Context: an optimization exercise on an open-source flow, tuned for small area and a short achievable clock period. The choices shown serve that exercise and are no tape-out recipe.
Where RTL was checked, it was by simulation tests only, not by an equivalence proof against the original.
No activity file was given, so power comes from the tool's default toggle rates.

## mm_top
module mm_top (
  input  logic        clk,
  input  logic        rst_n,
  input  logic        i_awvalid,
  output logic        o_awready,
  input  logic [7:0]  i_awaddr,
  input  logic        i_wvalid,
  output logic        o_wready,
  input  logic [31:0] i_wdata,
  input  logic [3:0]  i_wstrb,
  output logic        o_bvalid,
  input  logic        i_bready,
  output logic [1:0]  o_bresp,
  input  logic        i_arvalid,
  output logic        o_arready,
  input  logic [7:0]  i_araddr,
  output logic        o_rvalid,
  input  logic        i_rready,
  output logic [31:0] o_rdata,
  output logic [1:0]  o_rresp
);
clock: 8.0 ns
lec_check: 0
abc_clock_period_in_ps: 4000
cap_margin: 20
core_margin: 2
core_utilization: 60
place_density: 0.7
setup_slack_margin: 3.5
slew_margin: 20
run.sh (not shown) runs the stock make flow with config.mk's settings and CLKGATE_MAP_FILE= SYNTH_SCRIPT=/design/flow/synth_recipe.tcl, a recipe that flattens the netlist after the stock synthesis.
The baseline ran to the end with no violations.
==> next run, changes <==
ABC_CLOCK_PERIOD_IN_PS = unset   (was 4000)
CORE_UTILIZATION = 40   (was 60)
PLACE_DENSITY = 0.6   (was 0.7)
SETUP_SLACK_MARGIN = unset   (was 3.5)
Worst setup slack degrades by 1.1 ns. Critical path depth does not change. Global-route usage fell by 10 points. Synthesized area stays the same.

* * *

== lagoon ==
Another version of the RTL of mm_top (not shown whole).
Size: ~1600 cells after synthesis, ~100 I/O pins, roughly 19000 µm² of cells after synthesis.
// mm_top
module mm_top (
  input  logic        clk,
  input  logic        rst_n,
  input  logic        i_awvalid,
  output logic        o_awready,
  input  logic [7:0]  i_awaddr,
  input  logic        i_wvalid,
  output logic        o_wready,
  input  logic [31:0] i_wdata,
  input  logic [3:0]  i_wstrb,
  output logic        o_bvalid,
  input  logic        i_bready,
  output logic [1:0]  o_bresp,
  input  logic        i_arvalid,
  output logic        o_arready,
  input  logic [7:0]  i_araddr,
  output logic        o_rvalid,
  input  logic        i_rready,
  output logic [31:0] o_rdata,
  output logic [1:0]  o_rresp
);
Settings: LEC_CHECK=0, ABC_CLOCK_PERIOD_IN_PS=4000, CAP_MARGIN=20, CORE_MARGIN=2, CORE_UTILIZATION=60, CTS_BUF_LIST=sky130_fd_sc_hd__clkbuf_8 sky130_fd_sc_hd__clkbuf_16, CTS_CLUSTER_DIAMETER=100, CTS_CLUSTER_SIZE=24, PLACE_DENSITY=0.7, SETUP_SLACK_MARGIN=4.55, SLEW_MARGIN=20, SYNTH_HIERARCHICAL=1; clock period 8.0 ns.
standard.sh (not shown) runs the stock make flow with config.mk's settings and CLKGATE_MAP_FILE= SYNTH_SCRIPT=/design/flow/synth_recipe.tcl, a recipe that flattens the netlist after the stock synthesis.
==> flow/flow/run.sh <==
#!/bin/bash
# Layout flow: the standard ORFS flow (standard.sh, unchanged synthesis and
# scripts) with the port buffers that placement inserts made the smallest
# buffer instead of the one buffer_ports picks by default. Timing repair still
# resizes any port buffer on a critical path.
set -euo pipefail
export BUFFER_PORTS_ARGS="-buffer_cell sky130_fd_sc_hd__buf_1"
bash standard.sh > standard.log 2>&1
The following lists how delta was set up differently from lagoon:
- ABC_CLOCK_PERIOD_IN_PS now 6000, was 4000
- CTS_BUF_LIST no longer set, was sky130_fd_sc_hd__clkbuf_8 sky130_fd_sc_hd__clkbuf_16
### Flow results
lagoon → delta: clock power roughly the same, number of buffers created by CTS roughly the same, highest ir drop seen on vdd higher, clock tree buffer count of the final layout higher.
The inputs of sierra differ from those of delta as listed below.
- a change of CTS_CLUSTER_SIZE from 24 to 30
- a change of ABC_CLOCK_PERIOD_IN_PS from 6000 to 4000
Results
[compare] base=delta new=sierra: number of global-route vias before repair higher; count of fill cells added during filler insertion higher; worst-case setup margin in the final layout roughly the same; total of clock buffers placed in the layout lower; worst ir drop on vdd higher.
Wire length after detailed routing: sierra vs delta — no meaningful difference
In the tables for delta and sierra, power reads higher with delta.
sierra ends up with higher count of cells along the worst register-to-register path than delta does.
Comparing sierra with delta, the flip-flop and latch share of the layout cell area came out essentially unchanged.

* * *

== lane 1 ==
Starting RTL as in the previous note.
==> flow/config.mk <==
export PLATFORM = sky130hd
export DESIGN_NAME = mm_top
export DESIGN_NICKNAME = mm_top
export VERILOG_FILES = /design/flow/design.v
export SDC_FILE = /design/flow/constraint.sdc
export NUM_CORES = 4
export LEC_CHECK = 0
export ABC_CLOCK_PERIOD_IN_PS = 4000
export CAP_MARGIN = 20
export CORE_MARGIN = 2
export CORE_UTILIZATION = 60
export CTS_CLUSTER_DIAMETER = 100
export CTS_CLUSTER_SIZE = 24
export PLACE_DENSITY = 0.7
export SETUP_SLACK_MARGIN = 4.47
export SLEW_MARGIN = 20
export SYNTH_HIERARCHICAL = 1
==> flow/constraint.sdc <==
create_clock -name core_clock -period 8.0 [get_ports {clk}]
set_input_delay 1.6000 -clock core_clock [delete_from_list [all_inputs] [get_ports {clk}]]
set_output_delay 1.6000 -clock core_clock [all_outputs]
set_load 0.01 [all_outputs]
Scripts as last shown in full above: flow/flow/run.sh
## Diff of input files: lane 2 against lane 1
- a change of SETUP_SLACK_MARGIN from 4.47 to 4.55
==> flow/flow/run.sh <==
#!/bin/bash
# Layout flow: the standard ORFS flow (standard.sh: unchanged synthesis,
# scripts and settings from config.mk) with two layout changes:
#  - the port buffers that placement inserts are the smallest buffer instead of
#    the one buffer_ports picks by default (timing repair still resizes any on a
#    critical path);
#  - before the first resizing, split_ready.tcl puts the internal loads of the
#    gate that drives o_awready/o_wready behind a buffer of their own.
set -euo pipefail
here=$(pwd)
export BUFFER_PORTS_ARGS="-buffer_cell sky130_fd_sc_hd__buf_1"
export PRE_RESIZE_TCL="$here/flow/split_ready.tcl"
bash standard.sh > standard.log 2>&1
==> flow/flow/split_ready.tcl (new file) <==
# o_awready and o_wready are one gate of the write valids, which also drives
# the write logic inside. Move those inside loads behind a buffer of their
# own, so that the gate drives only the two port buffers and timing repair
# can make the port-to-port path short.
set obufs {}
set gnet ""
foreach port {o_awready o_wready} {
  foreach pin [get_pins -of_objects [get_nets $port]] {
    if {[get_property $pin direction] == "output"} {
      set inst [get_cells -of_objects $pin]
      lappend obufs [get_full_name $inst]
      foreach ipin [get_pins -of_objects $inst -filter "direction == input"] {
        set gnet [get_full_name [get_nets -of_objects $ipin]]
      }
    }
  }
}
set inside {}
foreach pin [get_pins -of_objects [get_nets $gnet]] {
  if {[get_property $pin direction] != "input"} { continue }
  if {[lsearch -exact $obufs [get_full_name [get_cells -of_objects $pin]]] >= 0} { continue }
  lappend inside [get_full_name $pin]
}
puts "split_ready: net $gnet, port buffers $obufs, [llength $inside] inside loads"
if {[llength $obufs] == 2 && [llength $inside] > 0} {
  insert_buffer -buffer_cell sky130_fd_sc_hd__buf_2 -net $gnet -load_pins $inside
}
==> notes.md <==
- Both conditions hold for lane 2: the flow ran to the end and the final layout passed the timing, design-rule and antenna checks.
- Lane 2 vs. lane 1: post-detailed-route count of antenna-violating nets did not really move, number of cells on the worst reg-to-reg path went up, logic depth of the worst setup path including buffers closely matched the old numbers, non-clock buffer count picked up an extra 3, met2 wire length fell 2.1%.
- Between lane 2 and lane 1, the source-to-sink clock delay at the later pin of the worst-skew pair figures differ only marginally.
- First-pass GRT wire length was lower in lane 2 than in lane 1.
- Looking at lane 2 and lane 1, the synthesized area is a wash.
- Lane 2 against lane 1: total routing resource utilization after global routing now sits lower; share of synthesized cell area in and, or, nand and nor gates now sits at about the same level.
> inputs changed (lane 2 -> lane 3)
- PLACE_DENSITY: 0.7 -> 0.8
- CORE_UTILIZATION: 60 -> 70
==> flow/flow/run.sh <==
#!/bin/bash
# Layout flow: the standard ORFS flow (standard.sh, unchanged synthesis and
# scripts) with the port buffers that placement inserts made the smallest
# buffer instead of the one buffer_ports picks by default. Timing repair still
# resizes any port buffer on a critical path.
set -euo pipefail
export BUFFER_PORTS_ARGS="-buffer_cell sky130_fd_sc_hd__buf_1"
bash standard.sh > standard.log 2>&1
removed: flow/flow/split_ready.tcl
Results
In terms of proportion of power drawn by the clock network, lane 3 and lane 2 differ only marginally. Maximum frequency from static timing analysis across lane 3 and lane 2: no real change. On total chip power, lane 3 tracks lane 2 almost exactly. Sequential share of cell area, lane 3 and lane 2: larger value in lane 3. Taking lane 2 as the reference, in lane 3 worst hold slack ~0 delta; final area -79 µm².
Relative to lane 3, the following input files were edited for lane 4:
- PLACE_DENSITY now 0.7, was 0.8
- CTS_CLUSTER_DIAMETER now 120, was 100
- CORE_UTILIZATION now 60, was 70
- CTS_CLUSTER_SIZE now 32, was 24
==> notes.md <==
- Lane 4 reached the final stage; the timing, design-rule and antenna checks on its layout passed.
- Lane 4 against lane 3: tap cell count +24, overall power consumption -2.8%.
- Lane 4 vs lane 3, power per cell area went down by 2.4%.
- The higher post-layout minimum cycle time of lane 4 and lane 3 is in lane 3.
- Side by side, met2 track utilization from global routing turned out lower in lane 4 than in lane 3.
- Relative to lane 3, wire length has decreased by 0.99% in lane 4.
- Looking at timing startpoint of the critical path, the i_wvalid result is from lane 4; the i_awvalid one comes from lane 3.
- Number of global-route vias before repair: lane 4 and lane 3 compared, lower one is lane 4
- The average detailed-routed wire length per instance of lane 4 falls short of that of lane 3 by about 1.6%.
- Looking at maximum vdd ir drop across both flows, lane 4 is the stronger of the two, with lane 3 trailing.
Setup changes, lane 4 to lane 5
- CTS_CLUSTER_DIAMETER now 100, was 120
- CTS_CLUSTER_SIZE now 24, was 32
## What came out
Changes observed in lane 5 relative to lane 4: sum of met2 wire segment lengths after detailed routing has decreased, area growth from synthesis to layout has increased, cell area has increased, fraction of area in multi-input gates has decreased. Diff lane 4..lane 5 | non-clock inverter instance count of the final layout | unchanged. Per the comparison of lane 5 with lane 4, violation count after the first detailed-routing iteration shows a reduction of 30, wire length of the first global-routing pass shows an increase of 0.41%, final routed wirelength across all metal layers shows no meaningful change, non-clock buffer count shows a reduction of 1, final setup slack of the worst path shows no meaningful change.

* * *

run A:
Another version of the RTL of mm_top (not shown whole).
Size: about 1600 cells after synthesis, about 410 flip-flops, roughly 100 I/O pins, ~20000 um2 of cells after synthesis.
export LEC_CHECK = 0
export ABC_CLOCK_PERIOD_IN_PS = 4000
export CAP_MARGIN = 20
export CORE_MARGIN = 2
export CORE_UTILIZATION = 60
export CTS_CLUSTER_DIAMETER = 100
export CTS_CLUSTER_SIZE = 24
export PLACE_DENSITY = 0.7
export SETUP_SLACK_MARGIN = 4.62
export SLEW_MARGIN = 20
export SYNTH_HIERARCHICAL = 1
create_clock -name core_clock -period 8.0 [get_ports {clk}]
==> flow/flow/run.sh <==
#!/bin/bash
# Layout flow: the standard ORFS flow (standard.sh, unchanged synthesis and
# scripts) with the port buffers that placement inserts made the smallest
# buffer instead of the one buffer_ports picks by default. Timing repair still
# resizes any port buffer on a critical path.
set -euo pipefail
export BUFFER_PORTS_ARGS="-buffer_cell sky130_fd_sc_hd__buf_1"
bash standard.sh > standard.log 2>&1
Run A finished end to end and its layout was clean on timing, DRC and antenna.
Edits applied to the flow inputs when going from run A to run B:
Settings: changing SETUP_SLACK_MARGIN from 4.62 to 4.55.
==> comparison <==
Run B vs run A: total via count in the routed design down
Run A has a lower final worst-path cycle share than run B.
Run B has number of inserted filler cells in the final layout above what run A had.
On run B: worst slack on hold paths is 0.0042 ns higher than what run A gave.
Diff run A -> run B | global-route usage | increase of 0.32 points
Final core utilization: lower on run B
#### Input delta (run C over run B)
==> flow/flow/run.sh <==
#!/bin/bash
# Layout flow: the standard ORFS flow (standard.sh: unchanged synthesis,
# scripts and settings from config.mk) with two layout changes:
#  - the port buffers that placement inserts are the smallest buffer instead of
#    the one buffer_ports picks by default (timing repair still resizes any on a
#    critical path);
#  - before the first resizing, split_ready.tcl puts the internal loads of the
#    gate that drives o_awready/o_wready behind a buffer of their own.
set -euo pipefail
here=$(pwd)
export BUFFER_PORTS_ARGS="-buffer_cell sky130_fd_sc_hd__buf_1"
export PRE_RESIZE_TCL="$here/flow/split_ready.tcl"
bash standard.sh > standard.log 2>&1
==> flow/flow/split_ready.tcl (new file) <==
# o_awready and o_wready are one gate of the write valids, which also drives
# the write logic inside. Move those inside loads behind a buffer of their
# own, so that the gate drives only the two port buffers and timing repair
# can make the port-to-port path short.
set obufs {}
set gnet ""
foreach port {o_awready o_wready} {
  foreach pin [get_pins -of_objects [get_nets $port]] {
    if {[get_property $pin direction] == "output"} {
      set inst [get_cells -of_objects $pin]
      lappend obufs [get_full_name $inst]
      foreach ipin [get_pins -of_objects $inst -filter "direction == input"] {
        set gnet [get_full_name [get_nets -of_objects $ipin]]
      }
    }
  }
}
set inside {}
foreach pin [get_pins -of_objects [get_nets $gnet]] {
  if {[get_property $pin direction] != "input"} { continue }
  if {[lsearch -exact $obufs [get_full_name [get_cells -of_objects $pin]]] >= 0} { continue }
  lappend inside [get_full_name $pin]
}
puts "split_ready: net $gnet, port buffers $obufs, [llength $inside] inside loads"
if {[llength $obufs] == 2 && [llength $inside] > 0} {
  insert_buffer -buffer_cell sky130_fd_sc_hd__buf_2 -net $gnet -load_pins $inside
}
Notes after the runs:
The number of nets in the layout was comparable across run C and run B.
On total chip power, run C and run B are basically level.
Average via count per standard cell in run C vs run B: down 0.45%
In run C the met1 global-route usage turned out 0.24 points lower than in run B.
Per the comparison of run C with run B, final cell area excluding filler cells stayed essentially flat; register-to-register slack +0.06 ns; total placed cells including tap cells level.
Going from run B to run C, register fraction of the total cell area barely changed; critical path depth barely changed; cell count barely changed.
Every run in the comparison, run C and run B, completed the flow with a clean layout.
Function was not checked in any run of this note: the RTL went through the layout flow alone.

* * *

## exp/raven
RTL: one of the versions met above, not the one the previous note started from.
Size: roughly 1600 cells after synthesis, about 410 flip-flops, about 100 I/O pins.
export LEC_CHECK = 0
export ABC_CLOCK_PERIOD_IN_PS = 4000
export CAP_MARGIN = 20
export CORE_MARGIN = 2
export CORE_UTILIZATION = 60
export CTS_CLUSTER_DIAMETER = 120
export CTS_CLUSTER_SIZE = 28
export PLACE_DENSITY = 0.55
export SETUP_SLACK_MARGIN = 4.55
export SLEW_MARGIN = 20
export SYNTH_HIERARCHICAL = 1
create_clock -name core_clock -period 8.0 [get_ports {clk}]
==> flow/flow/run.sh <==
#!/bin/bash
# Layout flow: the standard ORFS flow (standard.sh, unchanged synthesis and
# scripts) with the port buffers that placement inserts made the smallest
# buffer instead of the one buffer_ports picks by default. Timing repair still
# resizes any port buffer on a critical path.
set -euo pipefail
export BUFFER_PORTS_ARGS="-buffer_cell sky130_fd_sc_hd__buf_1"
bash standard.sh > standard.log 2>&1
#### Input delta (exp/maple over exp/raven)
- a change of PLACE_DENSITY from 0.55 to 0.7
- an added GPL_TIMING_DRIVEN of 0
Notes after the runs:
Net count reported at finish, exp/raven and exp/maple: lower on exp/raven
Of exp/raven and exp/maple, the higher routed length on met3 belongs to exp/maple.
exp/maple vs. exp/raven: part of the power in the clock network now sits higher, first-pass GRT wire length now sits higher, multi-input gate share of total cell area now sits lower.
Lower part of the cycle the worst path needs was reported by exp/raven, not exp/maple.
exp/maple gives more instance area at placement than exp/raven did.
Per the final summary, exp/maple finished and its layout is clean on timing, DRC and antenna.
Diff exp/raven -> exp/maple | number of standard cells in the layout, taps in and fillers out | increase of 8.2%
Comparing maximum clock frequency for exp/raven and exp/maple, the bigger number came from exp/raven.
Sort exp/raven and exp/maple by design area desc -> top: exp/maple
The inputs of exp/willow differ from those of exp/maple as listed below.
- changing PLACE_DENSITY from 0.7 to 0.62
- setting GPL_ROUTABILITY_DRIVEN to 0 for the first time
- changing CTS_CLUSTER_DIAMETER from 120 to 110
- changing CTS_CLUSTER_SIZE from 28 to 30
- removing GPL_TIMING_DRIVEN (formerly 0)
[summary]
- Area: exp/willow vs exp/maple -> exp/willow smaller
- Changes observed in exp/willow relative to exp/maple: count of cells along the worst register-to-register path decreased by 2 relative to the old numbers, overall via count from detail_route has decreased, global-route usage shows a reduction of 1.6 points.
- On worst relative slew slack, exp/maple loses to exp/willow.
- exp/willow vs exp/maple — number of iterations in the first detailed-routing pass rose 3.
- Compared with exp/maple, exp/willow improves maximum frequency.
### exp/willow -> exp/juniper
- changing CTS_CLUSTER_DIAMETER from 110 to 120
- removing GPL_ROUTABILITY_DRIVEN (formerly 0)
- changing CTS_CLUSTER_SIZE from 30 to 32
[summary]
As far as routed wire length is concerned, exp/willow and exp/juniper perform about the same.
On internal power of the cells, exp/juniper and exp/willow are basically level.
Number of iterations in the first detailed-routing pass down 2 in exp/juniper wrt exp/willow
exp/juniper vs exp/willow: non-clock buffer count down slightly
Any difference in synthesis-to-layout area growth between exp/willow and exp/juniper is small enough to ignore.
Where clock skew is concerned, exp/willow is better than exp/juniper.

what the ideal ports hide:
In the flow no input, the clock included, has a driving cell. The finished layouts below were timed again as built, in two steps. Step 1 assumes that a clkbuf_16 drives the clock port and a buf_2 every other input. Step 2 moves the port delays by t, midway between the first and last clock arrival at a register: inputs arrive t later, outputs are due t later. That takes back most of the time a late clock gives input paths. Three values: ideal, step 1, step 2; two values: the first two.
run	t (ns)	slack for setup (ns)	worst setup path after step 2	worst slew at a driven data input, ns
the first run of note 1	0.603	2.879 / 2.879 / 2.879	register to register	0.04
the second run of note 1	0.593	1.809 / 1.809 / 1.809	register to register	0.04
lagoon	0.571	4.473 / 4.441 / 4.081	input to register	0.04
delta	0.570	4.473 / 4.441 / 4.078	input to register	0.04
sierra	0.567	4.473 / 4.441 / 4.096	input to register	0.04
lane 1	0.573	4.426 / 4.400 / 4.040	input to register	0.03
lane 2	0.569	4.475 / 4.443 / 4.025	input to register	0.04
lane 3	0.576	4.467 / 4.435 / 4.022	input to register	0.04
lane 4	0.564	4.473 / 4.441 / 4.017	input to register	0.04
lane 5	0.570	4.473 / 4.441 / 4.078	input to register	0.04
run A	0.576	4.369 / 4.349 / 4.113	input to register	0.05
run B	0.566	4.344 / 4.315 / 4.086	input to register	0.04
run C	0.572	4.356 / 4.325 / 3.981	input to register	0.04
exp/raven	0.570	4.476 / 4.445 / 4.053	input to register	0.05
exp/maple	0.579	4.371 / 4.333 / 3.968	input to register	0.05
exp/willow	0.563	4.477 / 4.445 / 4.070	input to register	0.05
exp/juniper	0.567	4.476 / 4.445 / 4.085	input to register	0.05
After both steps setup and hold are still met in every run listed. The setup slack of lane 4, which loses most, moves by -0.032 ns with the drivers and by -0.456 ns with both steps.
